Context: an optimization exercise on an open-source flow, tuned for small area, a short achievable clock period and few clock cycles per item. The choices shown serve that exercise and are no tape-out recipe.
Only simulation tests tie the RTL to the original design; equivalence was not proved.

==> design/flow/design.v <==
package nn_num_pkg;
    localparam int WORD_BITS = 16;
    localparam int FRAC_BITS = 8;
    localparam int INPUTS = 4;
    localparam int HIDDEN = 3;
    localparam int INPUT_IDX_BITS = $clog2(INPUTS);   
    typedef struct packed {
        logic                 sign;
        logic [WORD_BITS-2:0] body;
    } fix_fields_s;
    typedef union packed {
        logic signed [WORD_BITS-1:0] value;   
        fix_fields_s                 fields;
    } fix_word_u;
endpackage
package nn_seq_pkg;
    localparam int STEP_BITS = 2;
    localparam logic [STEP_BITS-1:0] LAST_WORD = 2'd3;
endpackage
`timescale 1ns/1ps
import nn_num_pkg::*;
import nn_seq_pkg::*;
module sample_loader (
    input  logic                 clk,
    input  logic                 rst_n,
    input  logic                 in_valid_d,
    output logic [STEP_BITS-1:0] count,     
    output logic                 x_valid,   
    output logic [STEP_BITS-1:0] x_step     
);
    always_ff @(posedge clk or negedge rst_n) begin
        if (!rst_n) begin
            count   <= '0;
            x_valid <= 1'b0;
            x_step  <= '0;
        end else begin
            x_valid <= in_valid_d;
            x_step  <= count;
            if (in_valid_d) begin
                count <= count + 1'b1;
            end
        end
    end
endmodule
`timescale 1ns/1ps
import nn_num_pkg::*;
module weight_loader (
    input  logic                                                                   clk,
    input  logic                                                                   rst_n,
    input  logic                                                                   in_valid_d,
    input  logic [nn_seq_pkg::STEP_BITS-1:0]                                       count,
    input  logic                                                                   in_valid_w1,
    input  logic [nn_num_pkg::WORD_BITS-1:0]                                                weight1,
    input  logic                                                                   in_valid_w2,
    input  logic [nn_num_pkg::WORD_BITS-1:0]                                                weight2,
    output logic [nn_num_pkg::HIDDEN-1:0][nn_num_pkg::WORD_BITS-1:0]                 w1_head,   
    output logic [nn_num_pkg::HIDDEN-1:0]                                            w1_ok,     
    output logic [nn_num_pkg::HIDDEN-1:0][nn_num_pkg::WORD_BITS-1:0]                 w2,
    output logic [nn_num_pkg::HIDDEN-1:0]                                            w2_ok
);
    localparam int W1_WORDS = HIDDEN * INPUTS;
    logic [3:0] n1;   
    logic [1:0] n2;   
    always_ff @(posedge clk or negedge rst_n) begin
        if (!rst_n) begin
            n1 <= '0;
            n2 <= '0;
        end else begin
            if (in_valid_w1 && n1 != 4'(W1_WORDS)) begin
                n1 <= n1 + 1'b1;
            end
            if (in_valid_w2 && n2 != 2'(HIDDEN)) begin
                n2 <= n2 + 1'b1;
            end
        end
    end
    logic [HIDDEN-1:0][INPUTS-1:0][WORD_BITS-1:0] w1;
    always_comb begin
        for (int j = 0; j < HIDDEN; j++) begin
            w1_head[j] = w1[j][0];
            w1_ok[j]   = (5'(n1) + 5'(j * INPUTS) + 5'(count)) >= 5'(W1_WORDS);
            w2_ok[j]   = (3'(n2) + 3'(j)) >= 3'(HIDDEN);
        end
    end
    always_ff @(posedge clk) begin
        if (in_valid_w1 || in_valid_d) begin
            for (int j = 0; j < HIDDEN; j++) begin
                for (int k = 0; k < INPUTS - 1; k++) begin
                    w1[j][k] <= w1[j][k+1];
                end
                if (in_valid_d) begin
                    w1[j][INPUTS-1] <= w1[j][0];
                end else if (j < HIDDEN - 1) begin
                    w1[j][INPUTS-1] <= w1[j+1][0];
                end else begin
                    w1[j][INPUTS-1] <= weight1;
                end
            end
        end
    end
    always_ff @(posedge clk) begin
        if (in_valid_w2) begin
            for (int j = 0; j < HIDDEN - 1; j++) begin
                w2[j] <= w2[j+1];
            end
            w2[HIDDEN-1] <= weight2;   
        end
    end
endmodule
`timescale 1ns/1ps
import nn_num_pkg::*;
import nn_seq_pkg::*;
module forward_engine (
    input  logic                                                                   clk,
    input  logic                                                                   rst_n,
    input  logic                                                                   in_valid_d,
    input  logic [nn_num_pkg::WORD_BITS-1:0]                                       data_point,
    input  logic [nn_seq_pkg::STEP_BITS-1:0]                                       count,
    input  logic                                                                   x_valid,
    input  logic [nn_seq_pkg::STEP_BITS-1:0]                                       x_step,
    input  logic [nn_num_pkg::HIDDEN-1:0][nn_num_pkg::WORD_BITS-1:0]                 w1_head,
    input  logic [nn_num_pkg::HIDDEN-1:0]                                            w1_ok,
    input  logic [nn_num_pkg::HIDDEN-1:0][nn_num_pkg::WORD_BITS-1:0]                 w2,
    input  logic [nn_num_pkg::HIDDEN-1:0]                                            w2_ok,
    output logic                                                                   out_valid,
    output logic [nn_num_pkg::WORD_BITS-1:0]                                       out
);
    logic                             s2_valid;
    logic                             s2_first;
    logic                             s2_last;
    logic                             out_mul;    
    logic                             out_sum;    
    logic [HIDDEN-1:0][WORD_BITS-1:0] mac_a;      
    logic [HIDDEN-1:0][7:0]           mac_one;    
    logic [HIDDEN-1:0][7:0]           mac_two;
    logic [HIDDEN-1:0][7:0]           mac_neg;
    logic [HIDDEN-1:0][7:0]           w1_one, w1_two, w1_neg;   
    logic [HIDDEN-1:0][7:0]           w2_one, w2_two, w2_neg;   
    logic [HIDDEN-1:0][WORD_BITS-1:0] pp_s;       
    logic [HIDDEN-1:0][WORD_BITS-1:0] pp_c;
    logic [HIDDEN-1:0]                pp_ci;
    logic [HIDDEN-1:0][WORD_BITS-1:0] row_s;      
    logic [HIDDEN-1:0][WORD_BITS-1:0] row_c;
    logic [HIDDEN-1:0]                row_ci;
    logic [HIDDEN-1:0][WORD_BITS-1:0] acc;        
    logic [HIDDEN-1:0][WORD_BITS-1:0] acc_base;
    logic [HIDDEN-1:0][WORD_BITS-1:0] acc_sum;    
    logic [HIDDEN-1:0][WORD_BITS-1:0] acc_cs_s;
    logic [HIDDEN-1:0][WORD_BITS-1:0] acc_cs_c;
    always_ff @(posedge clk or negedge rst_n) begin
        if (!rst_n) begin
            s2_valid <= 1'b0;
            s2_first <= 1'b0;
            s2_last  <= 1'b0;
            out_mul  <= 1'b0;
            out_sum  <= 1'b0;
        end else begin
            s2_valid <= x_valid;
            s2_first <= x_valid && (x_step == '0);
            s2_last  <= x_valid && (x_step == LAST_WORD);
            out_mul  <= s2_last;
            out_sum  <= out_mul;
        end
    end
    for (genvar j = 0; j < HIDDEN; j++) begin : g_enc
        booth_enc enc1_i (
            .b   (w1_head[j]),
            .ok  (w1_ok[j]),
            .one (w1_one[j]),
            .two (w1_two[j]),
            .neg (w1_neg[j])
        );
        booth_enc enc2_i (
            .b   (w2[j]),
            .ok  (w2_ok[j]),
            .one (w2_one[j]),
            .two (w2_two[j]),
            .neg (w2_neg[j])
        );
    end
    always_ff @(posedge clk) begin
        for (int j = 0; j < HIDDEN; j++) begin
            if (in_valid_d) begin
                mac_a[j]   <= data_point;
                mac_one[j] <= w1_one[j];
                mac_two[j] <= w1_two[j];
                mac_neg[j] <= w1_neg[j];
            end else begin
                mac_a[j]   <= acc_sum[j][WORD_BITS-1] ? '0 : acc_sum[j];
                mac_one[j] <= w2_one[j];
                mac_two[j] <= w2_two[j];
                mac_neg[j] <= w2_neg[j];
            end
        end
    end
    for (genvar j = 0; j < HIDDEN; j++) begin : g_pp
        booth_pp pp_i (
            .a   (mac_a[j]),
            .one (mac_one[j]),
            .two (mac_two[j]),
            .neg (mac_neg[j]),
            .s   (pp_s[j]),
            .c   (pp_c[j]),
            .ci  (pp_ci[j])
        );
    end
    always_ff @(posedge clk) begin
        row_s  <= pp_s;
        row_c  <= pp_c;
        row_ci <= pp_ci;
    end
    always_comb begin
        for (int j = 0; j < HIDDEN; j++) begin
            acc_base[j] = s2_first ? '0 : acc[j];
            acc_cs_s[j] = acc_base[j] ^ row_s[j] ^ row_c[j];
            acc_cs_c[j] = WORD_BITS'({(acc_base[j] & row_s[j]) | (acc_base[j] & row_c[j]) | (row_s[j] & row_c[j]), 1'b0});
            acc_sum[j]  = acc_cs_s[j] + acc_cs_c[j] + WORD_BITS'(row_ci[j]);
        end
    end
    always_ff @(posedge clk) begin
        if (s2_valid) begin
            acc <= acc_sum;
        end
    end
    logic [WORD_BITS-1:0] out_total;
    out_sum out_sum_i (
        .s  (row_s),
        .c  (row_c),
        .ci (row_ci),
        .y  (out_total)
    );
    always_ff @(posedge clk or negedge rst_n) begin
        if (!rst_n) begin
            out_valid <= 1'b0;
            out       <= '0;
        end else if (out_sum) begin
            out_valid <= 1'b1;
            out       <= out_total;
        end else begin
            out_valid <= 1'b0;
            out       <= '0;
        end
    end
endmodule
module booth_pp (
    input  logic [15:0] a,     
    input  logic [7:0]  one,   
    input  logic [7:0]  two,   
    input  logic [7:0]  neg,   
    output logic [15:0] s,     
    output logic [15:0] c,
    output logic        ci     
);
    logic [16:0] ax;
    assign ax = {a[15], a};
    logic [7:0][16:0] pp;
    always_comb begin
        for (int k = 0; k < 8; k++) begin
            pp[k][0] = (one[k] & ax[0]) ^ neg[k];
            for (int i = 1; i < 17; i++) begin
                pp[k][i] = ((one[k] & ax[i]) | (two[k] & ax[i-1])) ^ neg[k];
            end
            pp[k][16] = ~pp[k][16];
        end
    end
    logic s1, k2;
    assign s1 = neg[5] ^ pp[0][10];
    assign k2 = neg[5] & pp[0][10];
    logic s3, k4;
    assign s3 = pp[0][11] ^ pp[1][9];
    assign k4 = pp[0][11] & pp[1][9];
    logic s5, k6;
    assign s5 = neg[6] ^ pp[0][12] ^ pp[1][10];
    assign k6 = (neg[6] & pp[0][12]) | (neg[6] & pp[1][10]) | (pp[0][12] & pp[1][10]);
    logic s7, k8;
    assign s7 = pp[2][8] ^ pp[3][6];
    assign k8 = pp[2][8] & pp[3][6];
    logic s9, k10;
    assign s9 = pp[0][13] ^ pp[1][11] ^ pp[2][9];
    assign k10 = (pp[0][13] & pp[1][11]) | (pp[0][13] & pp[2][9]) | (pp[1][11] & pp[2][9]);
    logic s11, k12;
    assign s11 = pp[3][7] ^ pp[4][5];
    assign k12 = pp[3][7] & pp[4][5];
    logic s13, k14;
    assign s13 = neg[7] ^ pp[0][14] ^ pp[1][12];
    assign k14 = (neg[7] & pp[0][14]) | (neg[7] & pp[1][12]) | (pp[0][14] & pp[1][12]);
    logic s15, k16;
    assign s15 = pp[2][10] ^ pp[3][8] ^ pp[4][6];
    assign k16 = (pp[2][10] & pp[3][8]) | (pp[2][10] & pp[4][6]) | (pp[3][8] & pp[4][6]);
    logic s17, k18;
    assign s17 = pp[5][4] ^ pp[6][2];
    assign k18 = pp[5][4] & pp[6][2];
    logic s19, k20;
    assign s19 = pp[0][15] ^ pp[1][13] ^ pp[2][11];
    assign k20 = (pp[0][15] & pp[1][13]) | (pp[0][15] & pp[2][11]) | (pp[1][13] & pp[2][11]);
    logic s21, k22;
    assign s21 = pp[3][9] ^ pp[4][7] ^ pp[5][5];
    assign k22 = (pp[3][9] & pp[4][7]) | (pp[3][9] & pp[5][5]) | (pp[4][7] & pp[5][5]);
    logic s23, k24;
    assign s23 = pp[6][3] ^ pp[7][1];
    assign k24 = pp[6][3] & pp[7][1];
    logic s25, k26;
    assign s25 = 1'b1 ^ pp[0][16] ^ pp[1][14];
    assign k26 = (1'b1 & pp[0][16]) | (1'b1 & pp[1][14]) | (pp[0][16] & pp[1][14]);
    logic s27, k28;
    assign s27 = pp[2][12] ^ pp[3][10] ^ pp[4][8];
    assign k28 = (pp[2][12] & pp[3][10]) | (pp[2][12] & pp[4][8]) | (pp[3][10] & pp[4][8]);
    logic s29, k30;
    assign s29 = pp[5][6] ^ pp[6][4] ^ pp[7][2];
    assign k30 = (pp[5][6] & pp[6][4]) | (pp[5][6] & pp[7][2]) | (pp[6][4] & pp[7][2]);
    logic s31, k32;
    assign s31 = 1'b1 ^ pp[1][15] ^ pp[2][13];
    assign k32 = (1'b1 & pp[1][15]) | (1'b1 & pp[2][13]) | (pp[1][15] & pp[2][13]);
    logic s33, k34;
    assign s33 = pp[3][11] ^ pp[4][9] ^ pp[5][7];
    assign k34 = (pp[3][11] & pp[4][9]) | (pp[3][11] & pp[5][7]) | (pp[4][9] & pp[5][7]);
    logic s35, k36;
    assign s35 = pp[6][5] ^ pp[7][3];
    assign k36 = pp[6][5] & pp[7][3];
    logic s37, k38;
    assign s37 = pp[1][16] ^ pp[2][14] ^ pp[3][12];
    assign k38 = (pp[1][16] & pp[2][14]) | (pp[1][16] & pp[3][12]) | (pp[2][14] & pp[3][12]);
    logic s39, k40;
    assign s39 = pp[4][10] ^ pp[5][8] ^ pp[6][6];
    assign k40 = (pp[4][10] & pp[5][8]) | (pp[4][10] & pp[6][6]) | (pp[5][8] & pp[6][6]);
    logic s41, k42;
    assign s41 = 1'b1 ^ pp[2][15] ^ pp[3][13];
    assign k42 = (1'b1 & pp[2][15]) | (1'b1 & pp[3][13]) | (pp[2][15] & pp[3][13]);
    logic s43, k44;
    assign s43 = pp[4][11] ^ pp[5][9];
    assign k44 = pp[4][11] & pp[5][9];
    logic s45, k46;
    assign s45 = pp[2][16] ^ pp[3][14] ^ pp[4][12];
    assign k46 = (pp[2][16] & pp[3][14]) | (pp[2][16] & pp[4][12]) | (pp[3][14] & pp[4][12]);
    logic s47, k48;
    assign s47 = 1'b1 ^ pp[3][15];
    assign k48 = 1'b1 & pp[3][15];
    logic s49, k50;
    assign s49 = neg[3] ^ pp[0][6];
    assign k50 = neg[3] & pp[0][6];
    logic s51, k52;
    assign s51 = pp[0][7] ^ pp[1][5];
    assign k52 = pp[0][7] & pp[1][5];
    logic s53, k54;
    assign s53 = neg[4] ^ pp[0][8] ^ pp[1][6];
    assign k54 = (neg[4] & pp[0][8]) | (neg[4] & pp[1][6]) | (pp[0][8] & pp[1][6]);
    logic s55, k56;
    assign s55 = pp[2][4] ^ pp[3][2];
    assign k56 = pp[2][4] & pp[3][2];
    logic s57, k58;
    assign s57 = pp[0][9] ^ pp[1][7] ^ pp[2][5];
    assign k58 = (pp[0][9] & pp[1][7]) | (pp[0][9] & pp[2][5]) | (pp[1][7] & pp[2][5]);
    logic s59, k60;
    assign s59 = pp[3][3] ^ pp[4][1];
    assign k60 = pp[3][3] & pp[4][1];
    logic s61, k62;
    assign s61 = pp[1][8] ^ pp[2][6] ^ pp[3][4];
    assign k62 = (pp[1][8] & pp[2][6]) | (pp[1][8] & pp[3][4]) | (pp[2][6] & pp[3][4]);
    logic s63, k64;
    assign s63 = pp[4][2] ^ pp[5][0] ^ s1;
    assign k64 = (pp[4][2] & pp[5][0]) | (pp[4][2] & s1) | (pp[5][0] & s1);
    logic s65, k66;
    assign s65 = pp[2][7] ^ pp[3][5] ^ pp[4][3];
    assign k66 = (pp[2][7] & pp[3][5]) | (pp[2][7] & pp[4][3]) | (pp[3][5] & pp[4][3]);
    logic s67, k68;
    assign s67 = pp[5][1] ^ k2 ^ s3;
    assign k68 = (pp[5][1] & k2) | (pp[5][1] & s3) | (k2 & s3);
    logic s69, k70;
    assign s69 = pp[4][4] ^ pp[5][2] ^ pp[6][0];
    assign k70 = (pp[4][4] & pp[5][2]) | (pp[4][4] & pp[6][0]) | (pp[5][2] & pp[6][0]);
    logic s71, k72;
    assign s71 = k4 ^ s7 ^ s5;
    assign k72 = (k4 & s7) | (k4 & s5) | (s7 & s5);
    logic s73, k74;
    assign s73 = pp[5][3] ^ pp[6][1] ^ k8;
    assign k74 = (pp[5][3] & pp[6][1]) | (pp[5][3] & k8) | (pp[6][1] & k8);
    logic s75, k76;
    assign s75 = s11 ^ k6 ^ s9;
    assign k76 = (s11 & k6) | (s11 & s9) | (k6 & s9);
    logic s77, k78;
    assign s77 = pp[7][0] ^ k12 ^ s17;
    assign k78 = (pp[7][0] & k12) | (pp[7][0] & s17) | (k12 & s17);
    logic s79, k80;
    assign s79 = k10 ^ s13 ^ s15;
    assign k80 = (k10 & s13) | (k10 & s15) | (s13 & s15);
    logic s81, k82;
    assign s81 = k18 ^ s23 ^ k14;
    assign k82 = (k18 & s23) | (k18 & k14) | (s23 & k14);
    logic s83, k84;
    assign s83 = k16 ^ s19 ^ s21;
    assign k84 = (k16 & s19) | (k16 & s21) | (s19 & s21);
    logic s85, k86;
    assign s85 = k24 ^ k20 ^ k22;
    assign k86 = (k24 & k20) | (k24 & k22) | (k20 & k22);
    logic s87, k88;
    assign s87 = s25 ^ s27 ^ s29;
    assign k88 = (s25 & s27) | (s25 & s29) | (s27 & s29);
    logic s89, k90;
    assign s89 = s35 ^ k26 ^ k28;
    assign k90 = (s35 & k26) | (s35 & k28) | (k26 & k28);
    logic s91, k92;
    assign s91 = k30 ^ s31 ^ s33;
    assign k92 = (k30 & s31) | (k30 & s33) | (s31 & s33);
    logic s93, k94;
    assign s93 = pp[7][4] ^ k36 ^ k32;
    assign k94 = (pp[7][4] & k36) | (pp[7][4] & k32) | (k36 & k32);
    logic s95, k96;
    assign s95 = k34 ^ s37 ^ s39;
    assign k96 = (k34 & s37) | (k34 & s39) | (s37 & s39);
    logic s97, k98;
    assign s97 = pp[6][7] ^ pp[7][5] ^ s43;
    assign k98 = (pp[6][7] & pp[7][5]) | (pp[6][7] & s43) | (pp[7][5] & s43);
    logic s99, k100;
    assign s99 = k38 ^ k40 ^ s41;
    assign k100 = (k38 & k40) | (k38 & s41) | (k40 & s41);
    logic s101, k102;
    assign s101 = pp[5][10] ^ pp[6][8] ^ pp[7][6];
    assign k102 = (pp[5][10] & pp[6][8]) | (pp[5][10] & pp[7][6]) | (pp[6][8] & pp[7][6]);
    logic s103, k104;
    assign s103 = k44 ^ k42 ^ s45;
    assign k104 = (k44 & k42) | (k44 & s45) | (k42 & s45);
    logic s105, k106;
    assign s105 = pp[4][13] ^ pp[5][11] ^ pp[6][9];
    assign k106 = (pp[4][13] & pp[5][11]) | (pp[4][13] & pp[6][9]) | (pp[5][11] & pp[6][9]);
    logic s107, k108;
    assign s107 = pp[7][7] ^ s47 ^ k46;
    assign k108 = (pp[7][7] & s47) | (pp[7][7] & k46) | (s47 & k46);
    logic s109, k110;
    assign s109 = pp[3][16] ^ pp[4][14] ^ pp[5][12];
    assign k110 = (pp[3][16] & pp[4][14]) | (pp[3][16] & pp[5][12]) | (pp[4][14] & pp[5][12]);
    logic s111, k112;
    assign s111 = pp[6][10] ^ pp[7][8] ^ k48;
    assign k112 = (pp[6][10] & pp[7][8]) | (pp[6][10] & k48) | (pp[7][8] & k48);
    logic s113, k114;
    assign s113 = 1'b1 ^ pp[4][15] ^ pp[5][13];
    assign k114 = (1'b1 & pp[4][15]) | (1'b1 & pp[5][13]) | (pp[4][15] & pp[5][13]);
    logic s115, k116;
    assign s115 = pp[6][11] ^ pp[7][9];
    assign k116 = pp[6][11] & pp[7][9];
    logic s117, k118;
    assign s117 = neg[2] ^ pp[0][4];
    assign k118 = neg[2] & pp[0][4];
    logic s119, k120;
    assign s119 = pp[0][5] ^ pp[1][3];
    assign k120 = pp[0][5] & pp[1][3];
    logic s121, k122;
    assign s121 = pp[1][4] ^ pp[2][2] ^ pp[3][0];
    assign k122 = (pp[1][4] & pp[2][2]) | (pp[1][4] & pp[3][0]) | (pp[2][2] & pp[3][0]);
    logic s123, k124;
    assign s123 = pp[2][3] ^ pp[3][1] ^ k50;
    assign k124 = (pp[2][3] & pp[3][1]) | (pp[2][3] & k50) | (pp[3][1] & k50);
    logic s125, k126;
    assign s125 = pp[4][0] ^ k52 ^ s55;
    assign k126 = (pp[4][0] & k52) | (pp[4][0] & s55) | (k52 & s55);
    logic s127, k128;
    assign s127 = k56 ^ s59 ^ k54;
    assign k128 = (k56 & s59) | (k56 & k54) | (s59 & k54);
    logic s129, k130;
    assign s129 = k60 ^ k58 ^ s61;
    assign k130 = (k60 & k58) | (k60 & s61) | (k58 & s61);
    logic s131, k132;
    assign s131 = k62 ^ s65 ^ k64;
    assign k132 = (k62 & s65) | (k62 & k64) | (s65 & k64);
    logic s133, k134;
    assign s133 = k66 ^ s69 ^ k68;
    assign k134 = (k66 & s69) | (k66 & k68) | (s69 & k68);
    logic s135, k136;
    assign s135 = k70 ^ s73 ^ k72;
    assign k136 = (k70 & s73) | (k70 & k72) | (s73 & k72);
    logic s137, k138;
    assign s137 = k74 ^ s77 ^ k76;
    assign k138 = (k74 & s77) | (k74 & k76) | (s77 & k76);
    logic s139, k140;
    assign s139 = k78 ^ k80 ^ s81;
    assign k140 = (k78 & k80) | (k78 & s81) | (k80 & s81);
    logic s141, k142;
    assign s141 = k82 ^ k84 ^ s85;
    assign k142 = (k82 & k84) | (k82 & s85) | (k84 & s85);
    logic s143, k144;
    assign s143 = k86 ^ k88 ^ s89;
    assign k144 = (k86 & k88) | (k86 & s89) | (k88 & s89);
    logic s145, k146;
    assign s145 = k90 ^ k92 ^ s93;
    assign k146 = (k90 & k92) | (k90 & s93) | (k92 & s93);
    logic s147, k148;
    assign s147 = k94 ^ s97 ^ k96;
    assign k148 = (k94 & s97) | (k94 & k96) | (s97 & k96);
    logic s149, k150;
    assign s149 = s101 ^ k98 ^ k100;
    assign k150 = (s101 & k98) | (s101 & k100) | (k98 & k100);
    logic s151, k152;
    assign s151 = k102 ^ s105 ^ k104;
    assign k152 = (k102 & s105) | (k102 & k104) | (s105 & k104);
    logic s153, k154;
    assign s153 = k106 ^ s109 ^ s111;
    assign k154 = (k106 & s109) | (k106 & s111) | (s109 & s111);
    logic s155, k156;
    assign s155 = s115 ^ k110 ^ s113;
    assign k156 = (s115 & k110) | (s115 & s113) | (k110 & s113);
    logic s157, k158;
    assign s157 = neg[1] ^ pp[0][2];
    assign k158 = neg[1] & pp[0][2];
    logic s159, k160;
    assign s159 = pp[0][3] ^ pp[1][1];
    assign k160 = pp[0][3] & pp[1][1];
    logic s161, k162;
    assign s161 = pp[1][2] ^ pp[2][0] ^ s117;
    assign k162 = (pp[1][2] & pp[2][0]) | (pp[1][2] & s117) | (pp[2][0] & s117);
    logic s163, k164;
    assign s163 = pp[2][1] ^ k118 ^ s119;
    assign k164 = (pp[2][1] & k118) | (pp[2][1] & s119) | (k118 & s119);
    logic s165, k166;
    assign s165 = k120 ^ s49 ^ s121;
    assign k166 = (k120 & s49) | (k120 & s121) | (s49 & s121);
    logic s167, k168;
    assign s167 = s51 ^ k122 ^ s123;
    assign k168 = (s51 & k122) | (s51 & s123) | (k122 & s123);
    logic s169, k170;
    assign s169 = s53 ^ k124 ^ s125;
    assign k170 = (s53 & k124) | (s53 & s125) | (k124 & s125);
    logic s171, k172;
    assign s171 = s57 ^ k126 ^ s127;
    assign k172 = (s57 & k126) | (s57 & s127) | (k126 & s127);
    logic s173, k174;
    assign s173 = k128 ^ s63 ^ s129;
    assign k174 = (k128 & s63) | (k128 & s129) | (s63 & s129);
    logic s175, k176;
    assign s175 = s67 ^ k130 ^ s131;
    assign k176 = (s67 & k130) | (s67 & s131) | (k130 & s131);
    logic s177, k178;
    assign s177 = s71 ^ k132 ^ s133;
    assign k178 = (s71 & k132) | (s71 & s133) | (k132 & s133);
    logic s179, k180;
    assign s179 = s75 ^ k134 ^ s135;
    assign k180 = (s75 & k134) | (s75 & s135) | (k134 & s135);
    logic s181, k182;
    assign s181 = s79 ^ k136 ^ s137;
    assign k182 = (s79 & k136) | (s79 & s137) | (k136 & s137);
    logic s183, k184;
    assign s183 = s83 ^ k138 ^ s139;
    assign k184 = (s83 & k138) | (s83 & s139) | (k138 & s139);
    logic s185, k186;
    assign s185 = s87 ^ k140 ^ s141;
    assign k186 = (s87 & k140) | (s87 & s141) | (k140 & s141);
    logic s187, k188;
    assign s187 = s91 ^ k142 ^ s143;
    assign k188 = (s91 & k142) | (s91 & s143) | (k142 & s143);
    logic s189, k190;
    assign s189 = s95 ^ k144 ^ s145;
    assign k190 = (s95 & k144) | (s95 & s145) | (k144 & s145);
    logic s191, k192;
    assign s191 = s99 ^ k146 ^ s147;
    assign k192 = (s99 & k146) | (s99 & s147) | (k146 & s147);
    logic s193, k194;
    assign s193 = s103 ^ k148 ^ s149;
    assign k194 = (s103 & k148) | (s103 & s149) | (k148 & s149);
    logic s195, k196;
    assign s195 = s107 ^ k150 ^ s151;
    assign k196 = (s107 & k150) | (s107 & s151) | (k150 & s151);
    logic s197, k198;
    assign s197 = k108 ^ s153 ^ k152;
    assign k198 = (k108 & s153) | (k108 & k152) | (s153 & k152);
    logic s199, k200;
    assign s199 = k112 ^ s155 ^ k154;
    assign k200 = (k112 & s155) | (k112 & k154) | (s155 & k154);
    logic [23:0] ra, rb;
    logic [8:0]  lo;
    assign ra = {k198, k196, k194, k192, k190, k188, k186, k184, k182, k180, k178, k176, k174, k172, k170, k168, k166, k164, k162, k160, k158, s157, pp[0][1], neg[0]};
    assign rb = {s199, s197, s195, s193, s191, s189, s187, s185, s183, s181, s179, s177, s175, s173, s171, s169, s167, s165, s163, s161, s159, pp[1][0], 1'b0, pp[0][0]};
    assign lo = {1'b0, ra[7:0]} + {1'b0, rb[7:0]};
    assign s  = ra[23:8];
    assign c  = rb[23:8];
    assign ci = lo[8];
endmodule
module booth_enc (
    input  logic [15:0] b,
    input  logic        ok,
    output logic [7:0]  one,
    output logic [7:0]  two,
    output logic [7:0]  neg
);
    logic [16:0] bx;
    assign bx = {b, 1'b0};
    always_comb begin
        for (int k = 0; k < 8; k++) begin
            one[k] = ok & (bx[2*k+1] ^ bx[2*k]);
            two[k] = ok & ((bx[2*k+2] & ~bx[2*k+1] & ~bx[2*k]) | (~bx[2*k+2] & bx[2*k+1] & bx[2*k]));
            neg[k] = ok & bx[2*k+2];
        end
    end
endmodule
module out_sum (
    input  logic [2:0][15:0] s,
    input  logic [2:0][15:0] c,
    input  logic [2:0]       ci,
    output logic [15:0]      y
);
    function automatic logic [15:0] csa_s(input logic [15:0] x, input logic [15:0] y, input logic [15:0] z);
        csa_s = x ^ y ^ z;
    endfunction
    function automatic logic [15:0] csa_c(input logic [15:0] x, input logic [15:0] y, input logic [15:0] z);
        csa_c = (x & y) | (x & z) | (y & z);
    endfunction
    logic [15:0] a, b, c2, d, e, f, g, h;
    logic [15:0] ab, cd, ef, gh;
    assign a  = csa_s(s[0], c[0], s[1]);
    assign ab = csa_c(s[0], c[0], s[1]);
    assign b  = {ab[14:0], ci[1]};
    assign c2 = csa_s(c[1], s[2], c[2]);
    assign cd = csa_c(c[1], s[2], c[2]);
    assign d  = {cd[14:0], ci[2]};
    assign e  = csa_s(a, b, c2);
    assign ef = csa_c(a, b, c2);
    assign f  = {ef[14:0], 1'b0};
    assign g  = csa_s(e, f, d);
    assign gh = csa_c(e, f, d);
    assign h  = {gh[14:0], 1'b0};
    assign y  = g + h + {15'b0, ci[0]};
endmodule
`timescale 1ns/1ps
import nn_num_pkg::*;
import nn_seq_pkg::*;
module nn_top (
    input  logic        clk,
    input  logic        rst_n,
    input  logic        in_valid_d,
    input  logic        in_valid_w1,
    input  logic        in_valid_w2,
    input  logic [15:0] data_point,
    input  logic [15:0] weight1,
    input  logic [15:0] weight2,
    output logic        out_valid,
    output logic [15:0] out
);
    logic                                         x_valid;
    logic [STEP_BITS-1:0]                         x_step;
    logic [STEP_BITS-1:0]                         count;
    logic [HIDDEN-1:0][WORD_BITS-1:0]             w1_head;
    logic [HIDDEN-1:0]                            w1_ok;
    logic [HIDDEN-1:0][WORD_BITS-1:0]             w2;
    logic [HIDDEN-1:0]                            w2_ok;
    sample_loader sample_loader_i (
        .clk          (clk),
        .rst_n        (rst_n),
        .in_valid_d   (in_valid_d),
        .count        (count),
        .x_valid      (x_valid),
        .x_step       (x_step)
    );
    weight_loader weight_loader_i (
        .clk         (clk),
        .rst_n       (rst_n),
        .in_valid_d  (in_valid_d),
        .count       (count),
        .in_valid_w1 (in_valid_w1),
        .weight1     (weight1),
        .in_valid_w2 (in_valid_w2),
        .weight2     (weight2),
        .w1_head     (w1_head),
        .w1_ok       (w1_ok),
        .w2          (w2),
        .w2_ok       (w2_ok)
    );
    forward_engine forward_engine_i (
        .clk          (clk),
        .rst_n        (rst_n),
        .in_valid_d   (in_valid_d),
        .data_point   (data_point),
        .count        (count),
        .x_valid      (x_valid),
        .x_step       (x_step),
        .w1_head      (w1_head),
        .w2           (w2),
        .w1_ok        (w1_ok),
        .w2_ok        (w2_ok),
        .out_valid    (out_valid),
        .out          (out)
    );
endmodule
==> design/flow/run.sh <==
#!/bin/bash
# synth_recipe.tcl (not shown) runs the flow's synth.tcl, then flattens the netlist and writes it again
# the make line also repeats each setting of config.mk as NAME=value (left out here)
make -C /OpenROAD-flow-scripts/flow DESIGN_CONFIG=/design/flow/config.mk WORK_HOME=/design/flow/orfs CLKGATE_MAP_FILE= SYNTH_SCRIPT=/design/flow/synth_recipe.tcl finish
==> design/flow/config.mk <==
export PLATFORM = sky130hd
export DESIGN_NAME = nn_top
export DESIGN_NICKNAME = nn_top
export VERILOG_FILES = /design/flow/design.v
export SDC_FILE = /design/flow/constraint.sdc
export NUM_CORES = 4
export LEC_CHECK = 0
export ABC_AREA = 0
export ABC_CLOCK_PERIOD_IN_PS = 4000
export CAP_MARGIN = 20
export CORE_MARGIN = 2
export CORE_UTILIZATION = 40
export SETUP_SLACK_MARGIN = 5
export SLEW_MARGIN = 20
==> design/flow/constraint.sdc <==
create_clock -name core_clock -period 12.0 [get_ports {clk}]
set_input_delay 2.4000 -clock core_clock [delete_from_list [all_inputs] [get_ports {clk}]]
set_output_delay 2.4000 -clock core_clock [all_outputs]
set_load 0.01 [all_outputs]
==> flow_summary.yaml, run 1 <==
outcome:
  status: "finished clean"
setup_path:
  cp_num_buf_inv: 2
  reg2regPathDepth: 11
  path_depth: 11
  cpLargestDelayFamily: "compound AO/OA/AOI/OAI gates"
  critPathRequiredTime_ns: 12.45
  max_stage_delay_ns: 0.86
  r2r_end: "forward_engine_i.mac_a[21]"
  cp_cell_sequence: "buf_4 > nand2b_1 > fa_1 > inv_1 > ha_1 > a21oi_1 > a21boi_0 > nand3_1 > a31oi_1 > mux2i_1 > o21ai_0"
  setup.worst_path.end_class: "flop"
  r2r_start: "forward_engine_i.s2_first"
  worst_ep_arrival_time_ns: 4.70
  crit_path_start: "forward_engine_i.s2_first"
  crit_type: "reg -> reg"
  regToRegSetupSlack_ns: 7.75
  cp_slowest_cell: "mux2i_1"
  endpoint: "forward_engine_i.mac_a[21]"
  critPathLaunchType: "flop"
  crit_fanout: 48
run:
  cap_violations: 0
timing:
  clock.fmax_ghz: 0.235
  whs_ns: 0.350
  tightest_slew_ns: 1.10
  fin_crit_ns: 4.25
  setup_violations: 0
  fin_tns_setup_ns: 0
  relSlewSlack: 0.266
  skew_ns: 0.0543
  rsz0062_at_grt: "no"
  fin_crit_sh: 0.354
  slew_viol_final: 0
  hold_viol_final: 0
clock_network:
  root_buffer: "clkbuf_16"
  cts_buffer_depth: 3
  hold_buffers: 0
  cts.clk_slew.worst_paths_ns: 0.06
  cts-htree-levels: 2
  clkSinkCount: 538
  post-cts-setup-buffers: 0
  cts_buffers: 57
  cts_tree: "built"
  cts_resized: 0
  clock_latency_ns: 0.65
place:
  dp.cells: 4327
  dp_hpwl_mm: 69.8
  gp_congestion: 0.870
  port-buffer-count: 69
synth:
  synth_ff_type: "edfxtp_1"
  synth_edf_count: 288
  syn_nets: 3822
  ys_types: 75
  synth-seq-cells: 538
  yosysWarnings: 6
  synth_area_um2: 36300
  yosysSeqAreaShare: 0.380
  syn_avg_cell_area_um2: 11.0
  syn_inst: 3289
  synthArstFlopShare: 0.0613
die:
  die_y_um: 305
  die_area_um2: 93200
  core_area_um2: 90000
  start_util: 0.404
  ios: 70
  rows: 110
  die_x_um: 305
global_route:
  grt_pass1_vias: 23600
  grt_max_degree: 90
  grt_pass1_wl_mm: 146
  grt_usage: 0.205
  antenna_found_initial: 3
  overflow: 0
cells_and_area:
  final_cells: 4435
  multi_input_area_um2: 19900
  final_nets: 3744
  drive_gt1_frac: 0.0620
  regArea_um2: 13800
  fillers: 8432
  area_growth_pct: 9.31
routing:
  finalWirelength_mm: 94.5
  dr.pass1.iters: 6
  vias: 23500
  first_iter_violations: 2355
  drc: 0
  final_antenna_net_count: 0
  viasPerCell: 5.30
  detail_route.wl_per_cell_um: 21.3
min_path:
  hp-class: "reg -> reg"
worst reg2reg max path, delay by kind of cell, from the launching register on:
kind,cells,cell delay (ns)
multiplexers,1,0.86
AND/OR/NAND/NOR,2,0.45
flip-flops,1,0.36
adder cells (fa/ha/maj),2,0.91
AO/OA/AOI/OAI,4,1.17
buffers and inverters,2,0.34
cell type report:
class	count	area share
sequential	538	0.348
clock inverter	27	0.00873
antenna	1	0.0000630
inverter	473	0.0447
multi-input combinational	2052	0.500
timing repair buffer	89	0.0214
clock buffer	79	0.0398
tap	1176	0.0371
kinds of logic after synthesis:
| group | synth area share |
|---|---|
| adder cells (fa/ha/maj) | 0.235 |
| XOR/XNOR | 0.114 |
| AND/OR/NAND/NOR | 0.0463 |
| flip-flops | 0.380 |
| multiplexers | 0.0169 |
| buffers and inverters | 0.0730 |
| AO/OA/AOI/OAI | 0.134 |
sequential cells by signal, indices dropped and copies added (netlist names), 4 cells and up:
signal	flops
forward_engine_i.acc	48
forward_engine_i.mac_a	46
forward_engine_i.mac_neg	24
forward_engine_i.mac_one	24
forward_engine_i.mac_two	24
forward_engine_i.out	16
forward_engine_i.row_c	48
forward_engine_i.row_s	48
weight_loader_i.n1	4
weight_loader_i.w1	192
weight_loader_i.w2	48
synth_stat cells, types with 33 or more instances:
library cell  instances  area, µm²
a21oi_1              93        465
nand2b_1             36        225
mux2_2               51        574
inv_1               469       1760
edfxtp_1            288       8650
o21ai_0              60        300
dfrtp_1              33        826
xor2_1              151       1320
dfxtp_1             217       4340
o22ai_1              47        294
a22oi_1             322       2420
xnor2_1             319       2790
ha_1                143       1790
nor2_1              118        443
clkbuf_1            200        751
nand2_1             110        413
fa_1                337       6750
metrics by stage:
stage / cell area [µm²] / utilization / setup slack, ns
2_1_floorplan: 36300 / - / 5.87
3_3_place_gp: 37700 / 0.419 / 7.24
3_5_place_dp: 37700 / 0.419 / 7.23
4_1_cts: 39700 / 0.441 / 7.75
5_1_grt: 39700 / 0.441 / 7.47
6_report: 39700 / 0.441 / 7.75
cells in the final DEF, fill, tap and decap left out, types with 51 or more instances in the layout:
| cell | netlist | final |
|---|---|---|
| a21oi_1 | 93 | 93 |
| a22oi_1 | 322 | 322 |
| clkbuf_16 | 0 | 59 |
| clkdlybuf4s50_1 | 0 | 66 |
| dfxtp_1 | 217 | 215 |
| edfxtp_1 | 288 | 288 |
| fa_1 | 337 | 337 |
| ha_1 | 143 | 143 |
| inv_1 | 469 | 469 |
| mux2_2 | 51 | 51 |
| nand2_1 | 110 | 110 |
| nor2_1 | 118 | 118 |
| o21ai_0 | 60 | 60 |
| xnor2_1 | 319 | 319 |
| xor2_1 | 151 | 151 |
worst min path at each step:
stage / start / to / slack [ns] / depth (start not counted)
final: forward_engine_i.out_mul / forward_engine_i.out_sum / 0.35 / 0
after global routing: forward_engine_i.out_mul / forward_engine_i.out_sum / 0.37 / 0
after CTS: forward_engine_i.out_mul / forward_engine_i.out_sum / 0.35 / 0
after detailed placement: forward_engine_i.out_mul / forward_engine_i.out_sum / 0.34 / 0
after global placement: forward_engine_i.out_mul / forward_engine_i.out_sum / 0.34 / 0
after floorplan: forward_engine_i.s2_last / forward_engine_i.out_mul / 0.33 / 0
metal layers:
metal / GRT usage / part of all wire / vias to the layer above
li1: - / - / 10900
met2: 0.318 / 0.45 / 849
met3: 0.0366 / 0.074 / 125
met5: 0 / 0 / -
met1: 0.297 / 0.46 / 11700
met4: 0.0475 / 0.022 / 0
Testbench counts, summed over its fixed seeds: cycles 12,808, items 1,600.
==> inputs of run 2 (changes only) <==
==> design/flow/flow/run.sh (new file) <==
#!/bin/bash
set -euo pipefail
MARGIN=${MARGIN:-8.5}
TNS=${TNS:-100}
# The standard synthesis, unchanged
bash standard.sh synth > synth.log 2>&1
# The rest of the standard flow with the wider repair margin
sed -e "s/SETUP_SLACK_MARGIN=[-0-9.]*/SETUP_SLACK_MARGIN=$MARGIN TNS_END_PERCENT=$TNS/" standard.sh > layout.sh
grep -q "SETUP_SLACK_MARGIN=$MARGIN" layout.sh
bash layout.sh finish > layout.log 2>&1
==> design/flow/standard.sh (new file) <==
#!/bin/bash
# synth_recipe.tcl (not shown) runs the flow's synth.tcl, then flattens the netlist and writes it again
# the make line also repeats each setting of config.mk as NAME=value (left out here)
make -C /OpenROAD-flow-scripts/flow DESIGN_CONFIG=/design/flow/config.mk WORK_HOME=/design/flow/orfs CLKGATE_MAP_FILE= SYNTH_SCRIPT=/design/flow/synth_recipe.tcl "${@:-finish}"
removed: design/flow/run.sh
==> run 2 against run 1 <==
Via count increased by 3.2%; critical path type unchanged; routed wire length increased by 5.2%; cell count increased by 1.3%.
==> flow_summary.yaml, run 2 <==
outcome:
  status: "finished clean"
synth:
  synth-seq-cells: 538
  synthTopCellsByCount: "inv_1, fa_1, a22oi_1, xnor2_1, edfxtp_1"
  yosysWarnings: 6
  syn_nets: 3822
  synth_largest_area_cell: "edfxtp_1"
  yosysTopAreaCellShare: 0.238
  syn_avg_cell_area_um2: 11.0
  synthArstFlopShare: 0.0613
  syn_inst: 3289
  yosysSeqAreaShare: 0.380
  yosysMostFrequentCell: "inv_1"
  synth_top_cells_by_area: "edfxtp_1, fa_1, dfxtp_1"
  synth_ff_type: "edfxtp_1"
  ys_types: 75
  synth_area_um2: 36300
  synth_edf_count: 288
setup_path:
  reg2regPathDepth: 14
  cp_num_buf_inv: 5
  cp_cell_sequence: "buf_12 > buf_12 > clkbuf_16 > nand2b_4 > fa_1 > inv_1 > ha_4 > nand2_1 > a21boi_4 > nand3_2 > a31oi_4 > mux2i_4 > clkbuf_16 > o21ai_0"
  cpLargestDelayFamily: "adder cells"
  max_stage_delay_ns: 0.55
  crit_fanout: 7
  path_depth: 14
  setup.worst_path.end_class: "flop"
  crit_type: "reg -> reg"
  worst_ep_arrival_time_ns: 4.05
  cp_slowest_cell: "fa_1"
  critPathLaunchType: "flop"
  critPathRequiredTime_ns: 12.48
die:
  die_x_um: 305
  die_area_um2: 93200
  ios: 70
  start_util: 0.404
  core_area_um2: 90000
  rows: 110
  die_y_um: 305
routing:
  final_antenna_net_count: 0
  finalWirelength_mm: 99.3
  dr.pass1.iters: 5
  detail_route.wl_per_cell_um: 22.1
  viasPerCell: 5.40
  vias: 24300
  drc: 0
  first_iter_violations: 2614
timing:
  fin_crit_ns: 3.57
  hold_viol_final: 0
  fin_tns_setup_ns: 0
  fin_crit_sh: 0.297
  clock.fmax_ghz: 0.280
  slew_viol_final: 0
  skew_ns: 0.0721
  tightest_slew_ns: 1.00
  rsz0062_at_grt: "yes"
  setup_violations: 0
  relSlewSlack: 0.330
clock_network:
  cts_buffers: 60
  cts-htree-levels: 2
  root_buffer: "clkbuf_16"
  cts_buffer_depth: 3
  cts.clk_slew.worst_paths_ns: 0.06
  clock_latency_ns: 0.67
  cts_tree: "built"
  clkSinkCount: 538
place:
  dp_hpwl_mm: 70.4
  gp_congestion: 0.892
  port-buffer-count: 69
cells_and_area:
  fillers: 8222
  antennaDiodeCount: 0
  final_common_cell: "inv_1"
  multi_input_area_um2: 21000
  largest_reg_flops: 192
  final_core_util: 0.463
  regArea_um2: 13900
  final_nets: 3803
  drive_gt1_frac: 0.152
  area_growth_pct: 14.7
  top_register: "weight_loader_i.w1"
  layout_common_cells: "inv_1, fa_1, a22oi_1"
global_route:
  antenna_found_initial: 4
  grt_max_degree: 79
  grt_usage: 0.210
  overflow: 0
  grt_pass1_wl_mm: 149
  grt_pass1_vias: 23800
run:
  cap_violations: 0
min_path:
  hp-class: "reg -> reg"
  hold_path_depth: 0
-- run 2: cell counts after synthesis --
Identical to the previous run, type by type.
-- run 2: kinds of logic (layout without fill, tap and decap cells) --
logic type               Yosys count  count (layout)  synth area share
adder cells (fa/ha/maj)          480             480             0.235
flip-flops                       538             538             0.380
XOR/XNOR                         472             472             0.114
AND/OR/NAND/NOR                  358             359            0.0463
multiplexers                      55              55            0.0169
AO/OA/AOI/OAI                    687             688             0.134
buffers and inverters            699             725            0.0730
-- run 2: path summary, 6_finish.rpt --
check / startpoint / end / slack, ns
worst max-delay path: forward_engine_i.s2_first / forward_engine_i.mac_a[26] / 8.43
worst min-delay path: forward_engine_i.out_mul / forward_engine_i.out_sum / 0.35
worst max register to register: forward_engine_i.s2_first / forward_engine_i.mac_a[26] / 8.43
max in group asynchronous: rst_n / forward_engine_i.s2_valid / 9.50
min in group asynchronous: rst_n / forward_engine_i.s2_first / 1.88
worst min register to register: forward_engine_i.out_mul / forward_engine_i.out_sum / 0.35
-- run 2: through the flow --
step	hold WS [ns]	cell area [µm²]	instances	worst slack (ns)
finish	0.348	41700	4493	8.43
global route	0.353	41700	4493	8.32
CTS	0.351	40500	4463	8.39
detailed placement	0.338	37800	4330	7.24
global placement	0.338	37800	4330	7.25
floorplan	0.331	36400	3289	7.34
-- run 2: layout make-up --
cell class | instances | area share
inverter | 473 | 0.0426
clock inverter | 27 | 0.00778
tap | 1176 | 0.0353
sequential | 538 | 0.333
clock buffer | 82 | 0.0405
timing repair buffer | 143 | 0.0357
multi-input combinational | 2054 | 0.505
-- run 2: timing repair --
action | in CTS | in global routing
buffers inserted | 18 | 24
hold buffers | 0 | 0
resized for setup | 159 | 213
gates cloned | 6 | 6
pin swaps | 29 | 83
endpoints found under the setup margin | 359 | 131
-- run 2: per-layer routing --
metal / share of wire / wire length, µm / GRT usage / up-vias
met3: 0.069 / 6840 / 0.0270 / 169
li1: - / - / - / 11000
met2: 0.45 / 44600 / 0.327 / 914
met5: 0.00013 / 13 / 0 / -
met4: 0.036 / 3560 / 0.0683 / 2
met1: 0.45 / 44300 / 0.303 / 12200
==> inputs of run 3 (changes only) <==
==> design/flow/flow/run.sh (replaced) <==
#!/bin/bash
set -euo pipefail
MARGIN=${MARGIN:-8.5}
TNS=${TNS:-100}
PORTBUF=${PORTBUF:-sky130_fd_sc_hd__buf_2}
# The standard synthesis, unchanged
bash standard.sh synth > synth.log 2>&1
# The rest of the standard flow with the wider repair margin
sed -e "s/SETUP_SLACK_MARGIN=[-0-9.]*/SETUP_SLACK_MARGIN=$MARGIN TNS_END_PERCENT=$TNS BUFFER_PORTS_ARGS='-buffer_cell $PORTBUF'/" standard.sh > layout.sh
grep -q "SETUP_SLACK_MARGIN=$MARGIN" layout.sh
bash layout.sh finish > layout.log 2>&1
--- a/design/flow/config.mk
+++ b/design/flow/config.mk
@@ -12,2 +12,3 @@
 export CORE_UTILIZATION = 40
+export CTS_BUF_LIST = sky130_fd_sc_hd__clkbuf_8
 export SETUP_SLACK_MARGIN = 5
==> run 3 against run 2 <==
Critical endpoint is now out[12]; non-clock buffer count is 2 higher; clock-buffer cell count is 26 higher; via count is 1.4% higher; first-iteration DRC count is 6.5% lower; final area is 0.86% lower; global-route usage is 0.45 points higher; routed wire length is 2.1% higher; critical path depth is 13 lower; worst hold slack better by 0.025 ns; still clean on timing, DRC and antenna; clock skew is 0.040 ns lower.
==> flow_summary.yaml, run 3 <==
outcome:
  status: "finished clean"
min_path:
  hold_path_depth: 0
  hp-class: "reg -> reg"
cells_and_area:
  drive_gt1_frac: 0.177
  design_area_um2: 41300
  fillers: 8299
  area_growth_pct: 13.7
  final_nets: 3834
  multi_input_area_um2: 21000
  largest_reg_flops: 192
  regArea_um2: 13900
  layout_common_cells: "inv_1, fa_1, a22oi_1"
  top_register: "weight_loader_i.w1"
  final_common_cell: "inv_1"
setup_path:
  critPathLaunchType: "flop"
  worst_ep_arrival_time_ns: 1.25
  cp_num_buf_inv: 1
  crit_fanout: 1
  cpLargestDelayFamily: "flip-flops"
  path_depth: 1
  critPathRequiredTime_ns: 9.60
  reg2regPathDepth: 12
  cp_cell_sequence: "buf_2"
  setup.worst_path.end_class: "output pin"
  max_stage_delay_ns: 0.39
  cp_slowest_cell: "dfrtp_1"
  crit_type: "reg -> out"
routing:
  first_iter_violations: 2443
  drc: 0
  detail_route.wl_per_cell_um: 22.3
  vias: 24600
  viasPerCell: 5.40
  finalWirelength_mm: 101
  dr.pass1.iters: 6
  final_antenna_net_count: 0
clock_network:
  root_buffer: "clkbuf_8"
  cts_tree: "built"
  cts_buffers: 91
  cts.clk_slew.worst_paths_ns: 0.06
  cts-htree-levels: 3
  clock_latency_ns: 0.74
  cts_buffer_depth: 3
  clkSinkCount: 538
  hold_buffers: 0
global_route:
  gr-usage-met2: 0.333
  met1_usage: 0.309
  grt_max_degree: 92
  use_met3: 0.0351
  antenna_found_initial: 9
  grt_pass1_vias: 23800
  grt_usage: 0.214
  grt_pass1_wl_mm: 151
  overflow: 0
  top_usage_layer: "met2"
synth:
  yosysTopAreaCellShare: 0.238
  synth_ff_type: "edfxtp_1"
  yosysMostFrequentCell: "inv_1"
  syn_avg_cell_area_um2: 11.0
  yosysSeqAreaShare: 0.380
  synthTopCellsByCount: "inv_1, fa_1, a22oi_1, xnor2_1, edfxtp_1"
  syn_nets: 3822
  ys_types: 75
  syn_inst: 3289
  yosysWarnings: 6
  synth_largest_area_cell: "edfxtp_1"
  synth_edf_count: 288
  synth-seq-cells: 538
  synth_area_um2: 36300
  synthArstFlopShare: 0.0613
  synth_top_cells_by_area: "edfxtp_1, fa_1, dfxtp_1"
timing:
  hold_viol_final: 0
  fin_crit_ns: 3.65
  relSlewSlack: 0.328
  whs_ns: 0.373
  fin_tns_setup_ns: 0
  rsz0062_at_grt: "yes"
  setup_violations: 0
  skew_ns: 0.0320
  fin_crit_sh: 0.304
  tightest_slew_ns: 1.01
  slew_viol_final: 0
  clock.fmax_ghz: 0.274
place:
  dp_hpwl_mm: 71.3
  port-buffer-count: 69
  placed_area_um2: 37400
  gp_congestion: 0.910
die:
  rows: 110
  start_util: 0.404
  die_area_um2: 93200
  ios: 70
  core_area_um2: 90000
  die_x_um: 305
  die_y_um: 305
run:
  cap_violations: 0
run 3: kinds of logic after synthesis:
| kind of cell | share of synthesized area |
|---|---|
| XOR/XNOR | 0.114 |
| multiplexers | 0.0169 |
| flip-flops | 0.380 |
| buffers and inverters | 0.0730 |
| AO/OA/AOI/OAI | 0.134 |
| AND/OR/NAND/NOR | 0.0463 |
| adder cells (fa/ha/maj) | 0.235 |
run 3: worst paths after layout:
kind	slack, ns	startpoint	endpoint
max reg2reg	8.46	forward_engine_i.s2_first	forward_engine_i.acc[14]
min in group asynchronous	1.77	rst_n	forward_engine_i.out_sum
max in group asynchronous	9.64	rst_n	forward_engine_i.s2_first
min reg2reg	0.37	forward_engine_i.out_mul	forward_engine_i.out_sum
max	8.35	forward_engine_i.out[12]	out[12]
min	0.37	forward_engine_i.out_mul	forward_engine_i.out_sum
run 3: routing by layer:
| layer | share of wire | wire [µm] | vias to the layer above |
|---|---|---|---|
| met2 | 0.45 | 46000 | 1010 |
| li1 | - | - | 11100 |
| met5 | 0.00033 | 33 | - |
| met3 | 0.073 | 7440 | 186 |
| met4 | 0.032 | 3260 | 4 |
| met1 | 0.44 | 44700 | 12300 |
run 3: metrics by stage:
| stage | worst slack [ns] | utilization | cells |
|---|---|---|---|
| 2_1_floorplan | 7.34 | - | 3289 |
| 3_3_place_gp | 6.76 | 0.416 | 4329 |
| 3_5_place_dp | 6.75 | 0.416 | 4329 |
| 4_1_cts | 8.28 | 0.446 | 4516 |
| 5_1_grt | 8.29 | 0.459 | 4555 |
| 6_report | 8.35 | 0.459 | 4555 |
run 3: repair_timing:
item / CTS / global route
gates cloned: 4 / 7
pin swaps: 35 / 87
gates resized for setup: 116 / 199
setup buffers: 17 / 27
endpoints found under the setup margin: 304 / 304
run 3: final cells by class:
type | count | area share
multi-input cells | 2052 | 0.508
flip-flops and latches | 538 | 0.336
inverters | 473 | 0.0430
clock buffers | 108 | 0.0360
well taps | 1176 | 0.0356
repair buffers | 145 | 0.0301
clock inverters | 58 | 0.0108
diodes | 5 | 0.000303
==> inputs of run 4 (changes only) <==
--- a/design/flow/design.v
+++ b/design/flow/design.v
@@ -128,4 +128,4 @@
     logic                             s2_valid;
-    logic                             s2_first;
     logic                             s2_last;
+    logic                             acc_clear;  
     logic                             out_mul;    
@@ -145,3 +145,2 @@
     logic [HIDDEN-1:0][WORD_BITS-1:0] acc;        
-    logic [HIDDEN-1:0][WORD_BITS-1:0] acc_base;
     logic [HIDDEN-1:0][WORD_BITS-1:0] acc_sum;    
@@ -152,3 +151,2 @@
             s2_valid <= 1'b0;
-            s2_first <= 1'b0;
             s2_last  <= 1'b0;
@@ -158,3 +156,2 @@
             s2_valid <= x_valid;
-            s2_first <= x_valid && (x_step == '0);
             s2_last  <= x_valid && (x_step == LAST_WORD);
@@ -213,5 +210,4 @@
         for (int j = 0; j < HIDDEN; j++) begin
-            acc_base[j] = s2_first ? '0 : acc[j];
-            acc_cs_s[j] = acc_base[j] ^ row_s[j] ^ row_c[j];
-            acc_cs_c[j] = WORD_BITS'({(acc_base[j] & row_s[j]) | (acc_base[j] & row_c[j]) | (row_s[j] & row_c[j]), 1'b0});
+            acc_cs_s[j] = acc[j] ^ row_s[j] ^ row_c[j];
+            acc_cs_c[j] = WORD_BITS'({(acc[j] & row_s[j]) | (acc[j] & row_c[j]) | (row_s[j] & row_c[j]), 1'b0});
             acc_sum[j]  = acc_cs_s[j] + acc_cs_c[j] + WORD_BITS'(row_ci[j]);
@@ -219,2 +215,3 @@
     end
+    assign acc_clear = (count == '0) && !x_valid && !s2_valid;
     always_ff @(posedge clk) begin
@@ -222,2 +219,4 @@
             acc <= acc_sum;
+        end else if (acc_clear) begin
+            acc <= '0;
         end
--- a/design/flow/config.mk
+++ b/design/flow/config.mk
@@ -12,3 +12,2 @@
 export CORE_UTILIZATION = 40
-export CTS_BUF_LIST = sky130_fd_sc_hd__clkbuf_8
 export SETUP_SLACK_MARGIN = 5
==> run 4 against run 3 <==
Still clean; flip-flop and latch count is 1 lower; first-iteration DRC count decreased by 15%; area after synthesis down 2.7%; register-to-register slack got worse by 0.095 ns; critical path type is now reg -> reg; highest routed layer is now met4.
==> flow_summary.yaml, run 4 <==
synth:
  yosysTopAreaCellShare: 0.245
  synth_xor_area_frac: 0.119
  synth.area.mux_share: 0.0165
  synth_top_family_by_area: "adder cells"
  synth_area_um2: 35400
  synth_adder_area_share: 0.242
  ys_types: 57
  synthArstFlopShare: 0.0596
  synth_top_cells_by_area: "edfxtp_1, fa_1, dfxtp_1"
  synth-seq-cells: 537
  synthSimpleGateAreaFrac: 0.0429
  synthTopCellsByCount: "inv_1, fa_1, a22oi_1, xnor2_1, edfxtp_1"
  synth_ff_type: "edfxtp_1"
  synth_compound_area_frac: 0.128
  synth_edf_count: 288
  yosysSeqAreaShare: 0.390
  yosysMostFrequentCell: "inv_1"
  syn_inst: 3142
  syn_avg_cell_area_um2: 11.3
  yosysWarnings: 6
  syn_nets: 3676
  synth_largest_area_cell: "edfxtp_1"
timing:
  hold_viol_final: 0
  fin_tns_setup_ns: 0
  tightest_slew_ns: 0.990
  fin_crit_ns: 3.64
  setup_violations: 0
  skew_ns: 0.0412
  rsz0062_at_grt: "yes"
  relSlewSlack: 0.339
  setup_ws_ns: 8.36
  fin_crit_sh: 0.303
  slew_viol_final: 0
  clock.fmax_ghz: 0.275
die:
  die_y_um: 301
  core_area_um2: 88000
  die_area_um2: 90800
  rows: 109
  die_x_um: 301
  start_util: 0.402
  ios: 70
routing:
  detail_route.wl_per_cell_um: 21.1
  drc: 0
  vias: 23000
  final_antenna_net_count: 0
  viasPerCell: 5.34
  dr.pass1.iters: 8
  first_iter_violations: 2066
  finalWirelength_mm: 90.8
global_route:
  antenna_found_initial: 2
  grt_max_degree: 72
  grt_usage: 0.203
  grt_pass1_vias: 22800
  grt_pass1_wl_mm: 141
  overflow: 0
cells_and_area:
  layout_common_cells: "inv_1, fa_1, a22oi_1, xnor2_1, edfxtp_1"
  largest_reg_flops: 192
  top_register: "weight_loader_i.w1"
  fillers: 8196
  area_growth_pct: 9.88
  final_nets: 3618
  final_cells: 4298
  final_common_cell: "inv_1"
  drive_gt1_frac: 0.118
setup_path:
  crit_type: "reg -> reg"
  cpLargestDelayFamily: "adder cells"
  cp_cell_sequence: "fa_1 > inv_1 > fa_1 > inv_1 > fa_1 > ha_4 > buf_4 > a21o_1 > a21o_1 > a21oi_2 > a31o_4 > nor4b_4 > a211o_1"
  cp_num_buf_inv: 3
  crit_fanout: 5
  cp_slowest_cell: "fa_1"
  setup.worst_path.end_class: "flop"
  critPathLaunchType: "flop"
  max_stage_delay_ns: 0.57
  cp_common_cell: "fa_1"
  worst_ep_arrival_time_ns: 4.14
  critPathRequiredTime_ns: 12.50
clock_network:
  cts_tree: "built"
  cts.clk_slew.worst_paths_ns: 0.06
  cts_buffers: 55
  hold_buffers: 0
  clock_latency_ns: 0.63
  cts_buffer_depth: 3
  cts-htree-levels: 2
  clkSinkCount: 537
  root_buffer: "clkbuf_16"
place:
  dp_hpwl_mm: 66.7
  dp.cells: 4175
  post-place-ws_ns: 6.35
  gp_congestion: 0.876
  port-buffer-count: 69
min_path:
  hp-class: "reg -> reg"
run:
  cap_violations: 0
outcome:
  status: "finished clean"
run 4: changes by cell type in the layout (fill, tap and decap cells not counted), sizes merged, moves of 7 or more:
| cell | delta |
|---|---|
| o41ai | -16 |
| and2 | +13 |
| xor2 | +9 |
| buf | -35 |
| nor2b | -21 |
| a21oi | +7 |
| o21ai | +17 |
| nand2b | -30 |
| inv | -150 |
| clkbuf | -38 |
| nor2 | +36 |
| nand2 | +13 |
run 4: through the flow:
step / utilization / hold slack (ns) / instance area [µm²]
floorplan: - / 0.331 / 35400
global placement: 0.415 / 0.335 / 36500
detailed placement: 0.415 / 0.354 / 36500
CTS: 0.439 / 0.369 / 38600
global route: 0.442 / 0.388 / 38800
finish: 0.442 / 0.368 / 38800
run 4: final timing paths:
path / start / end / slack, ns / cells past startpoint
worst min register to register: forward_engine_i.out_mul / forward_engine_i.out_sum / 0.37 / 0
worst min-delay path: forward_engine_i.out_mul / forward_engine_i.out_sum / 0.37 / 0
worst max-delay path: forward_engine_i.row_s[39] / forward_engine_i.out[14] / 8.36 / 13
min in group asynchronous: rst_n / forward_engine_i.out[7] / 1.92 / 1
worst max register to register: forward_engine_i.row_s[39] / forward_engine_i.out[14] / 8.36 / 13
max in group asynchronous: rst_n / forward_engine_i.out[8] / 9.50 / 1
run 4: cell families (layout without fill, tap and decap cells):
logic type | Yosys count | after routing
adders and majority gates | 481 | 481
and+or+nand+nor | 354 | 356
buffers and inverters | 575 | 562
DFF | 537 | 537
xor gates and xnor gates | 482 | 482
other | 0 | 2
muxes | 52 | 52
AOI/OAI and AO/OA | 661 | 661
run 4: area by class of cell:
| class | count | area [µm²] | share of cell area |
|---|---|---|---|
| clock buffers | 76 | 1580 | 0.0406 |
| multi-input cells | 2032 | 19700 | 0.507 |
| well taps | 1165 | 1460 | 0.0375 |
| repair buffers | 104 | 677 | 0.0174 |
| flip-flops and latches | 537 | 13900 | 0.357 |
| diodes | 2 | 5.00 | 0.000129 |
| clock inverters | 28 | 246 | 0.00634 |
| inverters | 354 | 1330 | 0.0342 |
run 4: layer usage:
metal	routed length, µm	track usage	share of wire
met2	40900	0.313	0.45
met4	2120	0.0513	0.023
met5	0	0	0
met3	6180	0.0305	0.068
met1	41700	0.298	0.46
run 4: repair_timing:
item | 4_1_cts | 5_1_grt
pin swaps | 17 | 31
endpoints found under the setup margin | 290 | 97
buffers inserted | 10 | 5
gates cloned | 2 | 0
resized for setup | 38 | 81
Testbench counts of run 4, summed over its fixed seeds: cycles 12,808, items 1,600.
==> inputs of run 5 (changes only) <==
--- a/design/flow/flow/run.sh
+++ b/design/flow/flow/run.sh
@@ -3,3 +3,3 @@
 MARGIN=${MARGIN:-8.5}
-TNS=${TNS:-100}
+TNS=${TNS:-20}
 PORTBUF=${PORTBUF:-sky130_fd_sc_hd__buf_2}
==> run 5 against run 4 <==
Die area is the same; first-iteration DRC count is 6.1% higher; still clean; non-clock buffer count fell by 8.
==> flow_summary.yaml, run 5 <==
outcome:
  status: "finished clean"
synth:
  synth_top_family_by_area: "adder cells"
  synth_top_cells_by_area: "edfxtp_1, fa_1, dfxtp_1"
  synth_area_um2: 35400
  syn_avg_cell_area_um2: 11.3
  synthSimpleGateAreaFrac: 0.0429
  synth_edf_count: 288
  syn_nets: 3676
  synth_largest_area_cell: "edfxtp_1"
  synth_ff_type: "edfxtp_1"
  syn_inst: 3142
  yosysSeqAreaShare: 0.390
  synth_compound_area_frac: 0.128
  ys_types: 57
  synthArstFlopShare: 0.0596
  synth_xor_area_frac: 0.119
  yosysWarnings: 6
  synthTopCellsByCount: "inv_1, fa_1, a22oi_1, xnor2_1, edfxtp_1"
  yosysTopAreaCellShare: 0.245
  synth.area.mux_share: 0.0165
  synth_adder_area_share: 0.242
  synth-seq-cells: 537
  yosysMostFrequentCell: "inv_1"
timing:
  fin_tns_setup_ns: 0
  clock.fmax_ghz: 0.282
  slew_viol_final: 0
  fin_crit_sh: 0.296
  relSlewSlack: 0.334
  fin_crit_ns: 3.55
  tightest_slew_ns: 0.998
  hold_viol_final: 0
  setup_violations: 0
  skew_ns: 0.0326
  rsz0062_at_grt: "yes"
place:
  port-buffer-count: 69
  placed_area_um2: 36500
  dp_hpwl_mm: 66.9
  gp_congestion: 0.883
cells_and_area:
  final_nets: 3612
  top_register: "weight_loader_i.w1"
  area_growth_pct: 9.81
  final_common_cell: "inv_1"
  design_area_um2: 38800
  antennaDiodeCount: 0
  layout_common_cells: "inv_1, fa_1, a22oi_1, xnor2_1, edfxtp_1"
  largest_reg_flops: 192
  drive_gt1_frac: 0.111
die:
  die_area_um2: 90800
  core_area_um2: 88000
  ios: 70
  die_x_um: 301
  start_util: 0.402
  die_y_um: 301
  rows: 109
clock_network:
  cts_tree: "built"
  clock_latency_ns: 0.64
  cts_buffer_depth: 3
  hold_buffers: 0
  cts.clk_slew.worst_paths_ns: 0.07
  root_buffer: "clkbuf_16"
  clkSinkCount: 537
  cts-htree-levels: 2
  cts_buffers: 57
setup_path:
  critPathLaunchType: "flop"
  cpLargestDelayFamily: "adder cells"
  crit_fanout: 5
  worst_ep_arrival_time_ns: 4.06
  max_stage_delay_ns: 0.55
  cp_common_cell: "fa_1"
  crit_type: "reg -> reg"
  cp_cell_sequence: "inv_2 > fa_1 > fa_1 > inv_1 > fa_1 > ha_4 > and3_1 > o211ai_1 > o21bai_2 > nand4_1 > a21oi_2 > xnor2_1 > and2_1"
  cp_num_buf_inv: 2
  critPathRequiredTime_ns: 12.52
  setup.worst_path.end_class: "flop"
  cp_slowest_cell: "fa_1"
routing:
  viasPerCell: 5.34
  dr.pass1.iters: 6
  final_antenna_net_count: 0
  vias: 22900
  drc: 0
  first_iter_violations: 2192
  finalWirelength_mm: 91.8
  detail_route.wl_per_cell_um: 21.4
global_route:
  grt_max_degree: 60
  grt_pass1_wl_mm: 141
  grt_usage: 0.204
  grt_pass1_vias: 22800
  antenna_found_initial: 0
  overflow: 0
run:
  cap_violations: 0
min_path:
  hp-class: "reg -> reg"
==> run 5: cell types whose count changed in the layout (fill, tap and decap cells not counted), moves of 3 or more <==
cell and delta:
bufinv_16 +3, dfxtp_2 -7, clkbuf_2 -4, dfxtp_1 +8, buf_4 -9, ha_1 +3
==> run 5: final cells by class <==
type | count | area (µm²)
clock buffer | 71 | 1530
clock inverter | 35 | 392
fill | 8193 | 49100
inverter | 354 | 1330
multi-input combinational | 2032 | 19600
sequential | 537 | 13900
tap | 1165 | 1460
timing repair buffer | 96 | 647
==> run 5: through the flow <==
step	hold WS (ns)	utilization	cells	setup WS, ns
after floorplan	0.331	-	3142	7.49
after global routing	0.372	0.441	4290	8.28
after global placement	0.336	0.414	4171	6.46
after detailed placement	0.338	0.414	4171	6.42
final	0.350	0.441	4290	8.45
after CTS	0.353	0.438	4283	8.28
==> run 5: cells by family after synthesis <==
kind of cell / Yosys count
flip-flops: 537
adder cells (fa/ha/maj): 481
AO/OA/AOI/OAI: 661
XOR/XNOR: 482
AND/OR/NAND/NOR: 354
multiplexers: 52
buffers and inverters: 575
==> run 5: what timing repair did <==
action                     CTS  global route
gates cloned                 3             0
setup endpoints to repair  278           139
hold endpoints to repair     0             0
resized for setup           14            85
buffers inserted             3             6
pin swaps                    2            25
==> run 5: path summary, 6_finish.rpt <==
kind | slack, ns | startpoint | to | cells after the start
max in group asynchronous | 9.45 | rst_n | forward_engine_i.s2_valid | 1
min reg2reg | 0.35 | forward_engine_i.s2_last | forward_engine_i.out_mul | 0
max reg2reg | 8.45 | forward_engine_i.row_s[7] | forward_engine_i.out[15] | 13
min in group asynchronous | 1.94 | rst_n | forward_engine_i.out[11] | 1
min | 0.35 | forward_engine_i.s2_last | forward_engine_i.out_mul | 0
max | 8.45 | forward_engine_i.row_s[7] | forward_engine_i.out[15] | 13
==> run 5: layer usage <==
metal  global-route usage  up-vias  share of wire
li1                     -    10500              -
met1                0.291    11500           0.45
met2                0.313      769           0.45
met3               0.0366      153          0.066
met4               0.0691        0          0.034
met5                    0        -              0

## separate check: timing with driven ports
Ports are ideal in the flow. The routed layouts listed here were re-timed in OpenROAD.
Step 1: set_driving_cell puts a clkbuf_16 on clk and a buf_2 on each other input, an assumption about the parent block.
Step 2, shift: input delay + t, output delay - t, t = (earliest + latest rising clock arrival at the registers) / 2. This alone moves slack from input paths to output paths.
a / b / c = ideal / step 1 / step 2; a / b = the first two.
run	shift t [ns]	setup slack, ns	worst hold slack (ns)	worst setup path at the end
run 1	0.683	7.751 / 7.751 / 7.226	0.350 / 0.350 / 0.350	input to register
run 2	0.697	8.434 / 8.376 / 7.716	0.348 / 0.348 / 0.348	input to register
run 3	0.792	8.351 / 8.285 / 7.790	0.373 / 0.373 / 0.373	input to register
run 4	0.680	8.365 / 8.365 / 7.851	0.368 / 0.368 / 0.368	input to register
run 5	0.691	8.452 / 8.417 / 7.835	0.350 / 0.350 / 0.350	input to register
After both steps every run listed still meets setup and hold. The setup slack of run 2, which loses most, moves by -0.058 ns with the drivers and by -0.718 ns with both steps.
